What follows belongs to an exercise in optimizing a design on an open flow for small area, a short achievable clock period and few clock cycles per item; a production flow would make more cautious choices.
Function was not checked in any run shown here: the RTL went through the layout flow alone.
Power and IR drop assume default switching activity.

## flow/design.v (module list and top-level ports; edited modules follow where they fit)
// module tc_fa: 10 lines
// module tc_aoi21: 8 lines
// module tc_oai21: 8 lines
// module tc_mux2: 8 lines
// module tc_rdy: 7 lines
// module tc_dot_product: 2922 lines
module tc_dot_product #(
    parameter int shape_k    = SHAPE_K_DEF,
    parameter int in_width   = IN_WIDTH_DEF,
    parameter int depth_warp = DEPTH_WARP_DEF,
    parameter int fifo_depth = FIFO_DEPTH_DEF
) (
    input  logic                          clk,
    input  logic                          reset_i,
    input  logic [shape_k*in_width-1:0]   a_i,
    input  logic [shape_k*in_width-1:0]   b_i,
    input  logic [C_WIDTH-1:0]            c_i,
    input  tc_pkg::tc_op_e                        op_i,
    input  logic [IDXW_WIDTH-1:0]         ctrl_reg_idxw_i,
    input  logic [depth_warp-1:0]         ctrl_warpid_i,
    input  logic                          in_valid_i,
    input  logic                          out_ready_i,
    output logic                          in_ready_o,
    output logic                          out_valid_o,
    output logic [C_WIDTH-1:0]            result_o,
    output logic                          ovf_o,
    output logic [IDXW_WIDTH-1:0]         ctrl_reg_idxw_o,
    output logic [depth_warp-1:0]         ctrl_warpid_o
);
  // ...
==> flow/flow/run.sh <==
#!/bin/bash
# Layout flow: the standard flow unchanged, except that the port buffers
# are sky130_fd_sc_hd__buf_2 instead of the default delay-style buffer.
export BUFFER_PORTS_ARGS="-buffer_cell sky130_fd_sc_hd__buf_2"
bash standard.sh > standard.log 2>&1
==> flow/standard.sh <==
#!/bin/bash
# synth_recipe.tcl (not shown) runs the flow's synth.tcl, then flattens the netlist and writes it again
# the make line also repeats each setting of config.mk as NAME=value (left out here)
make -C /OpenROAD-flow-scripts/flow DESIGN_CONFIG=/design/flow/config.mk WORK_HOME=/design/flow/orfs CLKGATE_MAP_FILE= SYNTH_SCRIPT=/design/flow/synth_recipe.tcl "${@:-finish}"
==> flow/config.mk <==
export PLATFORM = sky130hd
export DESIGN_NAME = tc_dot_product
export DESIGN_NICKNAME = tc_dot_product
export VERILOG_FILES = /design/flow/design.v
export SDC_FILE = /design/flow/constraint.sdc
export NUM_CORES = 4
export LEC_CHECK = 0
export CAP_MARGIN = 20
export CORE_MARGIN = 2
export CORE_UTILIZATION = 40
export SETUP_SLACK_MARGIN = 2.8
export SLEW_MARGIN = 20
export SYNTH_HIERARCHICAL = 1
export SYNTH_MINIMUM_KEEP_SIZE = 0
export TNS_END_PERCENT = 5
==> flow/constraint.sdc <==
create_clock -name core_clock -period 5.5 [get_ports {clk}]
set_input_delay 1.1000 -clock core_clock [delete_from_list [all_inputs] [get_ports {clk}]]
set_output_delay 1.1000 -clock core_clock [all_outputs]
set_load 0.01 [all_outputs]
==> results.cfg, run 1 <==
[synth]
async_flop_share = 0
synth_top_family_by_area = adder cells
yosys.area.top_type_share = 0.420
synth_ff_type = edfxtp_1

[power]
p_switching_w = 0.00884
p_comb_w = 0.0135
leakagePower_nw = 9.79
finalPower_w = 0.0206

[sta]
final_max_slew_viol_count = 0
finalCriticalPeriod_ns = 2.99
finalClockSkew_ns = 0.0229
setup_viol = 0
slew_headroom = 0.363
fmax_mhz = 334

[layout]
top_register = t1_q
multiInputGateArea_mm2 = 0.0141
seq_area_frac = 0.337
regArea_mm2 = 0.00907
final-clk-cell-share = 0.0444
clockBufferCount = 43
largest_register_ffs = 179
multi_input_area_share = 0.523
inverters = 108

[critical_path]
critical-path-top-delay-family = adder cells
r2r_end = sum_q[11]$_DFFE_PP_
r2r_start = t2_q[13]$_DFFE_PP_
cp_cell_sequence = fa_2, fa_1, inv_2, ha_4, a21oi_4, o21ai_2, buf_4, buf_4, a21oi_2, o21ai_1, xor2_1
max_stage_delay_ns = 0.59
worstPathMaxFanout = 4
cpMostUsedCell = buf_4

[floorplan]
num_rows = 89
tap_cells = 773

[drt]
num_vias = 14229
first_iter_violations = 1094
remaining_drc_errors = 0
top_layer = met5

[run_status]
status = finished clean

[global_route]
antenna_found_initial = 1
grt_pass1_vias = 16017

[clock_tree]
cts.clk_slew.worst_paths_ns = 0.06
post_cts_buffers = 15

[place]
place_area_mm2 = 0.0251

[worst_hold_path]
holdPathEnd = t2_q[3]$_DFFE_PP_
==> inputs of run 2 (changes only) <==
--- a/flow/design.v
+++ b/flow/design.v
@@ -47,16 +47,38 @@
 endmodule
 module tc_rdy (
     input  logic v,
     input  logic r,
     output logic y
 );
     assign y = !v || r;
 endmodule
+module tc_mux2i (
+    input  logic a,
+    input  logic b,
+    input  logic s,
+    output logic y
+);
+    assign y = !(s ? b : a);
+endmodule
+module tc_xor2 (
+    input  logic x,
+    input  logic y,
+    output logic z
+);
+    assign z = x ^ y;
+endmodule
+module tc_nor2 (
+    input  logic x,
+    input  logic y,
+    output logic z
+);
+    assign z = !(x || y);
+endmodule
 `timescale 1ns/1ps
 import tc_pkg::*;
 module tc_dot_product #(
     parameter int shape_k    = SHAPE_K_DEF,
     parameter int in_width   = IN_WIDTH_DEF,
     parameter int depth_warp = DEPTH_WARP_DEF,
     parameter int fifo_depth = FIFO_DEPTH_DEF
 ) (
@@ -2766,19 +2788,24 @@
     logic [15:0]   sum;
     logic          sat_ovf;
     logic [15:0]   sat_val;
     logic [15:0]   clamp;
     assign sgn_t = sgn_q[1];
     assign ra  = ~{t2_q[67], c1535, c1567, c1565, c1563, c1561, c1559, c1557, c1555, c1553, c1551, c1549, c1547, c1545, c1543, c1541, c1539, c1537, t2_q[3], t2_q[0]};
     assign rb  = ~{1'b1, c1569, s1568, s1566, s1564, s1562, s1560, s1558, s1556, s1554, s1552, s1550, s1548, s1546, s1544, s1542, s1540, s1538, s1536, 1'b1};
     logic [19:0] pg_g, pg_p, pg_o;
-    assign pg_g = ra & rb;
-    assign pg_p = ra ^ rb;
-    assign pg_o = ra | rb;
+    logic [19:0] rai, rbi;
+    assign rai = {t2_q[67], c1535, c1567, c1565, c1563, c1561, c1559, c1557, c1555, c1553, c1551, c1549, c1547, c1545, c1543, c1541, c1539, c1537, t2_q[3], t2_q[0]};
+    assign rbi = {1'b1, c1569, s1568, s1566, s1564, s1562, s1560, s1558, s1556, s1554, s1552, s1550, s1548, s1546, s1544, s1542, s1540, s1538, s1536, 1'b1};
+    for (genvar i = 0; i < 20; i++) begin : g_pg
+        tc_xor2 u_p (.x(rai[i]), .y(rbi[i]), .z(pg_p[i]));
+        tc_nor2 u_g (.x(rai[i]), .y(rbi[i]), .z(pg_g[i]));
+    end
+    assign pg_o = ~(rai & rbi);
     logic kg1, kp1;
     tc_aoi21 u_kg1 (.g(pg_g[1]), .p(pg_p[1]), .gl(pg_g[0]), .y(kg1));
     assign kp1 = ~(pg_p[1] & pg_p[0]);
     logic kg2, kp2;
     tc_aoi21 u_kg2 (.g(pg_g[2]), .p(pg_p[2]), .gl(pg_g[1]), .y(kg2));
     assign kp2 = ~(pg_p[2] & pg_p[1]);
     logic kg3, kp3;
     tc_aoi21 u_kg3 (.g(pg_g[3]), .p(pg_p[3]), .gl(pg_g[2]), .y(kg3));
@@ -2955,24 +2982,28 @@
     logic ovf_c0, ovf_c1;     
     assign zr  = (pg_p[17] == pg_o[16]) & (pg_p[18] == pg_o[17]) & (pg_p[19] == pg_o[18]);
     assign z31 = (pg_p[16] != pg_g[15]) & (pg_p[17] != pg_g[16]) &
                  (pg_p[18] != pg_g[17]) & (pg_p[19] != pg_g[18]);
     assign ovf_c0 = sgn_t ? !((!pg_p[15] & (pg_p[16] == pg_o[15]) & zr) | (pg_p[15] & z31))
                           : !(zr & ((!pg_p[15] & (pg_p[16] == pg_o[15])) | (pg_p[15] & (pg_p[16] == pg_g[15]))));
     assign ovf_c1 = sgn_t ? !((pg_p[15] & (pg_p[16] == pg_o[15]) & zr) | (!pg_p[15] & z31))
                           : !(zr & ((pg_p[15] & (pg_p[16] == pg_o[15])) | (!pg_p[15] & (pg_p[16] == pg_g[15]))));
-    tc_mux2 u_ovf (.a(ovf_c0), .b(ovf_c1), .s(cy[15]), .y(sat_ovf));
-    tc_mux2 u_neg (.a(neg0), .b(neg1), .s(cy[15]), .y(neg));
+    logic sat_ovfn, negn;
+    tc_mux2i u_ovf (.a(ovf_c0), .b(ovf_c1), .s(cy[15]), .y(sat_ovfn));
+    tc_mux2i u_neg (.a(neg0), .b(neg1), .s(cy[15]), .y(negn));
+    assign sat_ovf = !sat_ovfn;
+    assign neg = !negn;
     logic [15:0] sum_q;
-    logic        neg_q;
+    logic        ovfn_q, negn_q;
     always_ff @(posedge clk) begin
         if (adv) begin
-            sum_q <= sum;
-            ovf_o <= sat_ovf;
-            neg_q <= neg;
+            sum_q  <= sum;
+            ovfn_q <= sat_ovfn;
+            negn_q <= negn;
         end
     end
-    assign clamp    = sgn_q[S-1] ? {neg_q, {15{!neg_q}}} : 16'hffff;
-    assign result_o = ovf_o ? clamp : sum_q;
+    assign clamp    = sgn_q[S-1] ? {!negn_q, {15{negn_q}}} : 16'hffff;
+    assign ovf_o    = !ovfn_q;
+    assign result_o = ovfn_q ? sum_q : clamp;
     assign ctrl_reg_idxw_o = idxw_q[S-1];
     assign ctrl_warpid_o   = warp_q[S-1];
 endmodule
==> flow/config.mk (replaced) <==
export PLATFORM = sky130hd
export DESIGN_NAME = tc_dot_product
export DESIGN_NICKNAME = tc_dot_product
export VERILOG_FILES = /design/flow/design.v
export SDC_FILE = /design/flow/constraint.sdc
export NUM_CORES = 4
export LEC_CHECK = 0
export CAP_MARGIN = 20
export CORE_MARGIN = 2
export CORE_UTILIZATION = 40
export SETUP_SLACK_MARGIN = 2.6
export SLEW_MARGIN = 20
export SYNTH_HIERARCHICAL = 1
export SYNTH_MINIMUM_KEEP_SIZE = 0
export TNS_END_PERCENT = 10
==> run 2 against run 1 <==
Compared with the run above:
- synthesized area decreased by 0.87%
- combinational power fell by 16%
- clock power shrank 3%
- design area decreased by 2.0%
- core utilization down 0.21 points
- critical path depth down 5
- sequential power about the same
- setup slack better by 0.044 ns
- non-clock buffer count is 3 lower
==> results.cfg, run 2 <==
[run_status]
status = finished clean

[synth]
synth_ff_type = edfxtp_1
avgSynthCellArea_um2 = 13.4
synth-edff-count = 300
yosys_warnings = 9
yosysMostFrequentCell = nand2_1
syn-instance-count = 1750
yosysTopAreaCell = fa_1
ys_seq_area_frac = 0.388
ys_ff_latch = 303
async_flop_share = 0
yosys.area.top_type_share = 0.423
yosysUniqueCellTypes = 26
ys_top_cells_by_area = fa_1 (42%), edfxtp_1 (38%), nand2_1 (8.6%)
synthTopCellsByCount = nand2_1 (534), fa_1 (495), edfxtp_1 (300)
syn_area_mm2 = 0.0234

[critical_path]
cp.required_ns = 5.78
cpMostUsedCell = fa_1
cp.arrival_ns = 3.23
crit_slowest_cell = fa_1
worstRegToRegCells = 6
startpoint_type = register
cp_cell_sequence = buf_12, xor2_1, fa_2, fa_1, fa_1, fa_1
worstSetupPathType = reg -> reg
cp.depth = 6
ff2ff_setup_slack_ns = 2.55
cp.buffers_inverters = 1
max_stage_delay_ns = 0.59
endpoint_kind = register
r2r_start = sgn_q[0]$_DFFE_PP_
cp-endpoint = t2_q[43]$_DFFE_PP_
critical-path-top-delay-family = adder cells
worstPathMaxFanout = 14
r2r_end = t2_q[43]$_DFFE_PP_
startpoint = sgn_q[0]$_DFFE_PP_

[sta]
finalClockSkew_ns = 0.0300
setup_viol = 0
period_share = 0.536
setup_slack_ns = 2.55
worst_slew_pin_slew_ns = 0.745
final_max_slew_viol_count = 0
fin_setup_tns_ns = 0
finalCriticalPeriod_ns = 2.95
finalHoldViolCount = 0
rsz0062_at_grt = yes
slew_headroom = 0.504
fmax_mhz = 339

[drt]
remaining_drc_errors = 0
wl_per_cell_um = 26.7
drtPass1Iterations = 5
first_iter_violations = 1006
ant_nets = 0
viasPerCell = 5.24
drt-total-wl_um = 71100
num_vias = 13951

[layout]
largest_register_ffs = 179
top_register = t1_q
final_common_cell = nand2_1
layout-drive-gt1-share = 0.171
antenna_cells = 0
area_delta_synth_final_pct = 12.7
layout_common_cells = nand2_1 (531), fa_1 (491), edfxtp_1 (300)
fin_nets = 2535
reg_top3 = t1_q: 179 flops, t2_q: 67 flops, idxw_q: 24 flops
nFillCells = 5186

[floorplan]
core_area_mm2 = 0.0578
die_area_mm2 = 0.0605
start_util = 0.405
num_rows = 88
die_x_um = 246
die_h_um = 246
ios = 190

[place]
gp_congestion = 0.957
port_buffers = 189
pre_cts_slack_ns = 2.08
hpwl_um = 58800

[power]
power_density_mw_per_mm2 = 695
leakagePower_nw = 9.48
vdd_drop_max_uv = 556

[run]
cap_violations = 0

[global_route]
grtUsageTotal = 0.241
grt_pass1_vias = 15207
grt_max_degree = 95
grt_pass1_wl_um = 103000
antenna_found_initial = 1
globalRoute.totalOverflow = 0

[clock_tree]
cts_tree = built
h-tree-depth = 2
cts.sinks = 303
cts_root_buf = clkbuf_16
clkLatencyLatePin_ns = 0.57
cts.clk_slew.worst_paths_ns = 0.06
clk_path_buf_depth = 3
holdBufCountCts = 0
numCtsBuffers = 38

[worst_hold_path]
holdCritPathClass = reg -> reg
==> run 2: cell count changes after synthesis, sizes merged, moves of 15 or more <==
| cell | previous run | this run |
|---|---|---|
| inv | 108 | 63 |
| ha | 34 | 12 |
| xor2 | 49 | 70 |
| nor2 | 14 | 34 |
| a21o | 0 | 15 |
| o21ai | 37 | 22 |
==> run 2: worst min-delay path by stage <==
| stage | start | end | cells past startpoint | slack (ns) |
|---|---|---|---|---|
| finish | t1_q[2]$_DFFE_PP_ | t2_q[2]$_DFFE_PP_ | 0 | 0.42 |
| detailed placement | idxw_q[0][0]$_DFFE_PP_ | idxw_q[1][0]$_DFFE_PP_ | 0 | 0.40 |
| global placement | warp_q[1][2]$_DFFE_PP_ | warp_q[2][2]$_DFFE_PP_ | 0 | 0.40 |
| floorplan | idxw_q[0][0]$_DFFE_PP_ | idxw_q[1][0]$_DFFE_PP_ | 0 | 0.40 |
| global route | idxw_q[1][1]$_DFFE_PP_ | idxw_q[2][1]$_DFFE_PP_ | 0 | 0.42 |
| CTS | t1_q[2]$_DFFE_PP_ | t2_q[2]$_DFFE_PP_ | 0 | 0.41 |
==> run 2: cells by family after synthesis <==
kind of cell | count (synthesis) | synth area share
AOI/OAI and AO/OA | 68 | 0.0210
xor gates and xnor gates | 88 | 0.0329
adders and majority gates | 507 | 0.430
buffers and inverters | 199 | 0.0323
DFF | 303 | 0.388
muxes | 6 | 0.00257
other | 1 | 0.000160
and+or+nand+nor | 578 | 0.0937
==> run 2: cell type report <==
type,count,area (um2),area share
Sequential cell,303,9070,0.344
Multi-Input combinational cell,1250,13800,0.523
Timing Repair Buffer,212,1170,0.0443
Inverter,63,236,0.00897
Tap cell,765,957,0.0363
Clock buffer,43,970,0.0368
Clock inverter,26,171,0.00650
==> run 2: where the power goes <==
group          internal [W]  switching [W]  leakage, nW  total, W
sequential          0.00426       0.000450         3.06   0.00471
clock               0.00132        0.00103        0.562   0.00235
combinational       0.00481        0.00647         5.85    0.0113
total                0.0104        0.00795         9.48    0.0183
==> run 2: metal layers <==
metal / up-vias / track usage / part of all wire
met2: 622 / 0.403 / 0.49
met4: 2 / 0.0651 / 0.026
li1: 5731 / - / -
met1: 7472 / 0.325 / 0.41
met3: 124 / 0.0435 / 0.069
met5: - / 0 / 0.000098
==> run 2: modules after synthesis (local to each module, per instance) <==
module | cells | times used | cell area, um2
tc_dot_product | 1165 | 1 | 12900
tc_xor2 | 1 | 20 | 8.76
tc_nor2 | 1 | 19 | 3.75
tc_mux2i | 1 | 2 | 10.0
tc_oai21 | 1 | 21 | 5.00
tc_aoi21 | 1 | 27 | 8.76
tc_rdy | 1 | 1 | 6.26
tc_fa | 1 | 495 | 20.0
==> run 2: repair_timing <==
action	in CTS	in global routing
pin swaps	0	14
resized for setup	3	36
buffers inserted	2	14
setup endpoints to repair	28	20
gates cloned	0	0
==> run 2: per-stage QoR <==
stage | hold WS [ns] | util | area [um2] | power, W | std cells
2_1_floorplan | 0.400 | - | 23400 | 0.0116 | 1752
3_3_place_gp | 0.401 | 0.430 | 24900 | 0.0148 | 2577
3_5_place_dp | 0.405 | 0.430 | 24900 | 0.0149 | 2577
4_1_cts | 0.415 | 0.451 | 26100 | 0.0173 | 2648
5_1_grt | 0.420 | 0.456 | 26400 | 0.0199 | 2662
6_report | 0.415 | 0.456 | 26400 | 0.0183 | 2662
==> inputs of run 3 (changes only) <==
--- a/flow/config.mk
+++ b/flow/config.mk
@@ -10,3 +10,3 @@
 export CORE_UTILIZATION = 40
-export SETUP_SLACK_MARGIN = 2.6
+export SETUP_SLACK_MARGIN = 2.75
 export SLEW_MARGIN = 20
==> run 3 against run 2 <==
Compared with the run above:
- critical path type unchanged
- wire length grew 0.44%
- cell count grew 0.26%
- setup slack gained 0.0072 ns
- global-route usage is the same
==> results.cfg, run 3 <==
[sta]
fmax_mhz = 340
setup_viol = 0
rsz0062_at_grt = yes
final_max_slew_viol_count = 0
setup_slack_ns = 2.56
finalClockSkew_ns = 0.0319
finalCriticalPeriod_ns = 2.94
slew_headroom = 0.504
worst_slew_pin_slew_ns = 0.745
period_share = 0.535
finalHoldViolCount = 0
fin_setup_tns_ns = 0

[global_route]
use_met2 = 0.403
grt_pass1_vias = 15207
grtUsageTotal = 0.241
use_met3 = 0.0435
grt_busiest_layer = met2
antenna_found_initial = 1
grt_max_degree = 95
grt_use_met1 = 0.325
grt_pass1_wl_um = 103000
globalRoute.totalOverflow = 0

[power]
finalPower_w = 0.0194
leakagePower_nw = 9.54
vdd_drop_max_uv = 567
power_density_mw_per_mm2 = 729

[synth]
syn_area_mm2 = 0.0234
yosys.area.top_type_share = 0.423
synth_ff_type = edfxtp_1
ys_seq_area_frac = 0.388
synth-edff-count = 300
async_flop_share = 0
yosysUniqueCellTypes = 26
yosysTopAreaCell = fa_1
yosysMostFrequentCell = nand2_1
ys_top_cells_by_area = fa_1 (42%), edfxtp_1 (38%), nand2_1 (8.6%)
ys_ff_latch = 303
syn-instance-count = 1750
yosys_warnings = 9
synthTopCellsByCount = nand2_1 (534), fa_1 (495), edfxtp_1 (300)
avgSynthCellArea_um2 = 13.4

[drt]
ant_nets = 0
first_iter_violations = 1062
viasPerCell = 5.23
remaining_drc_errors = 0
num_vias = 13972
drtPass1Iterations = 5
drt-total-wl_um = 71400
wl_per_cell_um = 26.8

[worst_hold_path]
holdCritPathClass = reg -> reg

[floorplan]
die_area_mm2 = 0.0605
num_rows = 88
die_h_um = 246
start_util = 0.405
die_x_um = 246
ios = 190
core_area_mm2 = 0.0578

[critical_path]
cp_cell_sequence = buf_12, xor2_1, fa_2, fa_1, fa_1, fa_1
max_stage_delay_ns = 0.59
startpoint_type = register
worstPathMaxFanout = 14
cp.required_ns = 5.78
cpMostUsedCell = fa_1
worstSetupPathType = reg -> reg
cp.arrival_ns = 3.23
crit_slowest_cell = fa_1
endpoint_kind = register

[clock_tree]
cts_tree = built
numCtsBuffers = 38
cts_root_buf = clkbuf_16
cts.sinks = 303
h-tree-depth = 2
clkLatencyLatePin_ns = 0.57
clk_path_buf_depth = 3
cts.clk_slew.worst_paths_ns = 0.06
holdBufCountCts = 0

[layout]
nFillCells = 5159
final_common_cell = nand2_1
fin_nets = 2542
layout-drive-gt1-share = 0.183
largest_register_ffs = 179
reg_top3 = t1_q: 179 flops, t2_q: 67 flops, idxw_q: 24 flops
top_register = t1_q
layout_common_cells = nand2_1 (527), fa_1 (489), edfxtp_1 (300)
antenna_cells = 0
area_delta_synth_final_pct = 13.5

[place]
pre_cts_slack_ns = 2.08
hpwl_um = 58800
gp_congestion = 0.957
port_buffers = 189

[run]
cap_violations = 0

[run_status]
status = finished clean
## run 3: cell counts after synthesis
No cell type changed its count.
## run 3: layout make-up
| cell class | instances | area (um2) | area share |
|---|---|---|---|
| Tap cell | 765 | 957 | 0.0360 |
| Clock inverter | 26 | 171 | 0.00645 |
| Sequential cell | 303 | 9070 | 0.341 |
| Timing Repair Buffer | 219 | 1220 | 0.0461 |
| Inverter | 63 | 236 | 0.00890 |
| Multi-Input combinational cell | 1250 | 13900 | 0.525 |
| Clock buffer | 43 | 970 | 0.0365 |
## run 3: where the power goes
part / internal (W) / switching, W / total [W]
combinational: 0.00533 / 0.00697 / 0.0123
clock: 0.00132 / 0.00103 / 0.00235
sequential: 0.00426 / 0.000451 / 0.00471
## run 3: modules after synthesis, one instance, submodules excluded
| module | cells | area, um2 |
|---|---|---|
| tc_aoi21 | 1 | 8.76 |
| tc_dot_product | 1165 | 12900 |
| tc_fa | 1 | 20.0 |
| tc_mux2i | 1 | 10.0 |
| tc_nor2 | 1 | 3.75 |
| tc_oai21 | 1 | 5.00 |
| tc_rdy | 1 | 6.26 |
| tc_xor2 | 1 | 8.76 |
## run 3: repair_timing
item                       CTS  global route
resized for setup            3            64
pin swaps                    0            26
setup endpoints to repair   43            67
setup buffers                2            21
## run 3: through the flow
stage                     std cells  cell area [um2]  hold WS (ns)   util
after floorplan                1752            23400         0.400      -
after global placement         2577            24900         0.401  0.430
after detailed placement       2577            24900         0.405  0.430
after CTS                      2648            26100         0.415  0.451
after global routing           2669            26600         0.420  0.460
final                          2669            26600         0.415  0.460
## run 3: cells by family (layout without fill, tap and decap cells)
family,Yosys count,count (layout),synth area share
AND/OR/NAND/NOR,578,578,0.0937
XOR/XNOR,88,88,0.0329
adder cells (fa/ha/maj),507,507,0.430
flip-flops,303,303,0.388
buffers and inverters,199,351,0.0323
AO/OA/AOI/OAI,68,68,0.0210
other,1,3,0.000160
multiplexers,6,6,0.00257
## run 3: path summary, 6_finish.rpt
kind | startpoint | slack, ns | to | cells after the start
setup / recovery | sgn_q[0]$_DFFE_PP_ | 2.56 | t2_q[43]$_DFFE_PP_ | 6
hold / removal | t1_q[2]$_DFFE_PP_ | 0.42 | t2_q[2]$_DFFE_PP_ | 0
hold reg to reg | t1_q[2]$_DFFE_PP_ | 0.42 | t2_q[2]$_DFFE_PP_ | 0
setup reg to reg | sgn_q[0]$_DFFE_PP_ | 2.56 | t2_q[43]$_DFFE_PP_ | 6
## run 3: critical path: cells and delay by family, from the launching register on
kind                       cells  cell delay (ns)
DFF                            1             0.43
adders and majority gates      4             1.88
xor gates and xnor gates       1             0.18
buffers and inverters          1             0.18
## run 3: routing by layer
| layer | routed length, um | vias up |
|---|---|---|
| met5 | 7 | - |
| met2 | 35300 | 605 |
| met1 | 29000 | 7499 |
| li1 | - | 5739 |
| met4 | 1900 | 2 |
| met3 | 5170 | 127 |

## port drivers added, routing unchanged
Ports are ideal in the flow. The routed layouts listed here were re-timed in OpenROAD.
Step 1 sets driving cells, clkbuf_16 on the clock port and buf_2 on the other inputs (assumed; they add their load-dependent delay and slew).
Step 2 also shifts input and output timing later by t, the mid clock arrival at the registers, as if the neighbouring blocks saw the same clock.
Slacks: ideal ports / drivers / drivers and shift; pairs: ideal ports / drivers.
run	t, ns	setup WS [ns]	worst setup path at the end	worst register clock-pin slew, ns	pins driven straight from the clock port
run 1	0.598	2.506 / 2.506 / 2.056	input to register	0.06 / 0.06	1
run 2	0.608	2.550 / 2.550 / 2.065	input to register	0.06 / 0.06	1
run 3	0.609	2.557 / 2.557 / 2.059	input to register	0.06 / 0.06	1
After both steps every run listed still meets setup and hold. For run 3, which loses most, drivers alone change the setup slack by 0.000 ns; drivers and shift together by -0.498 ns.
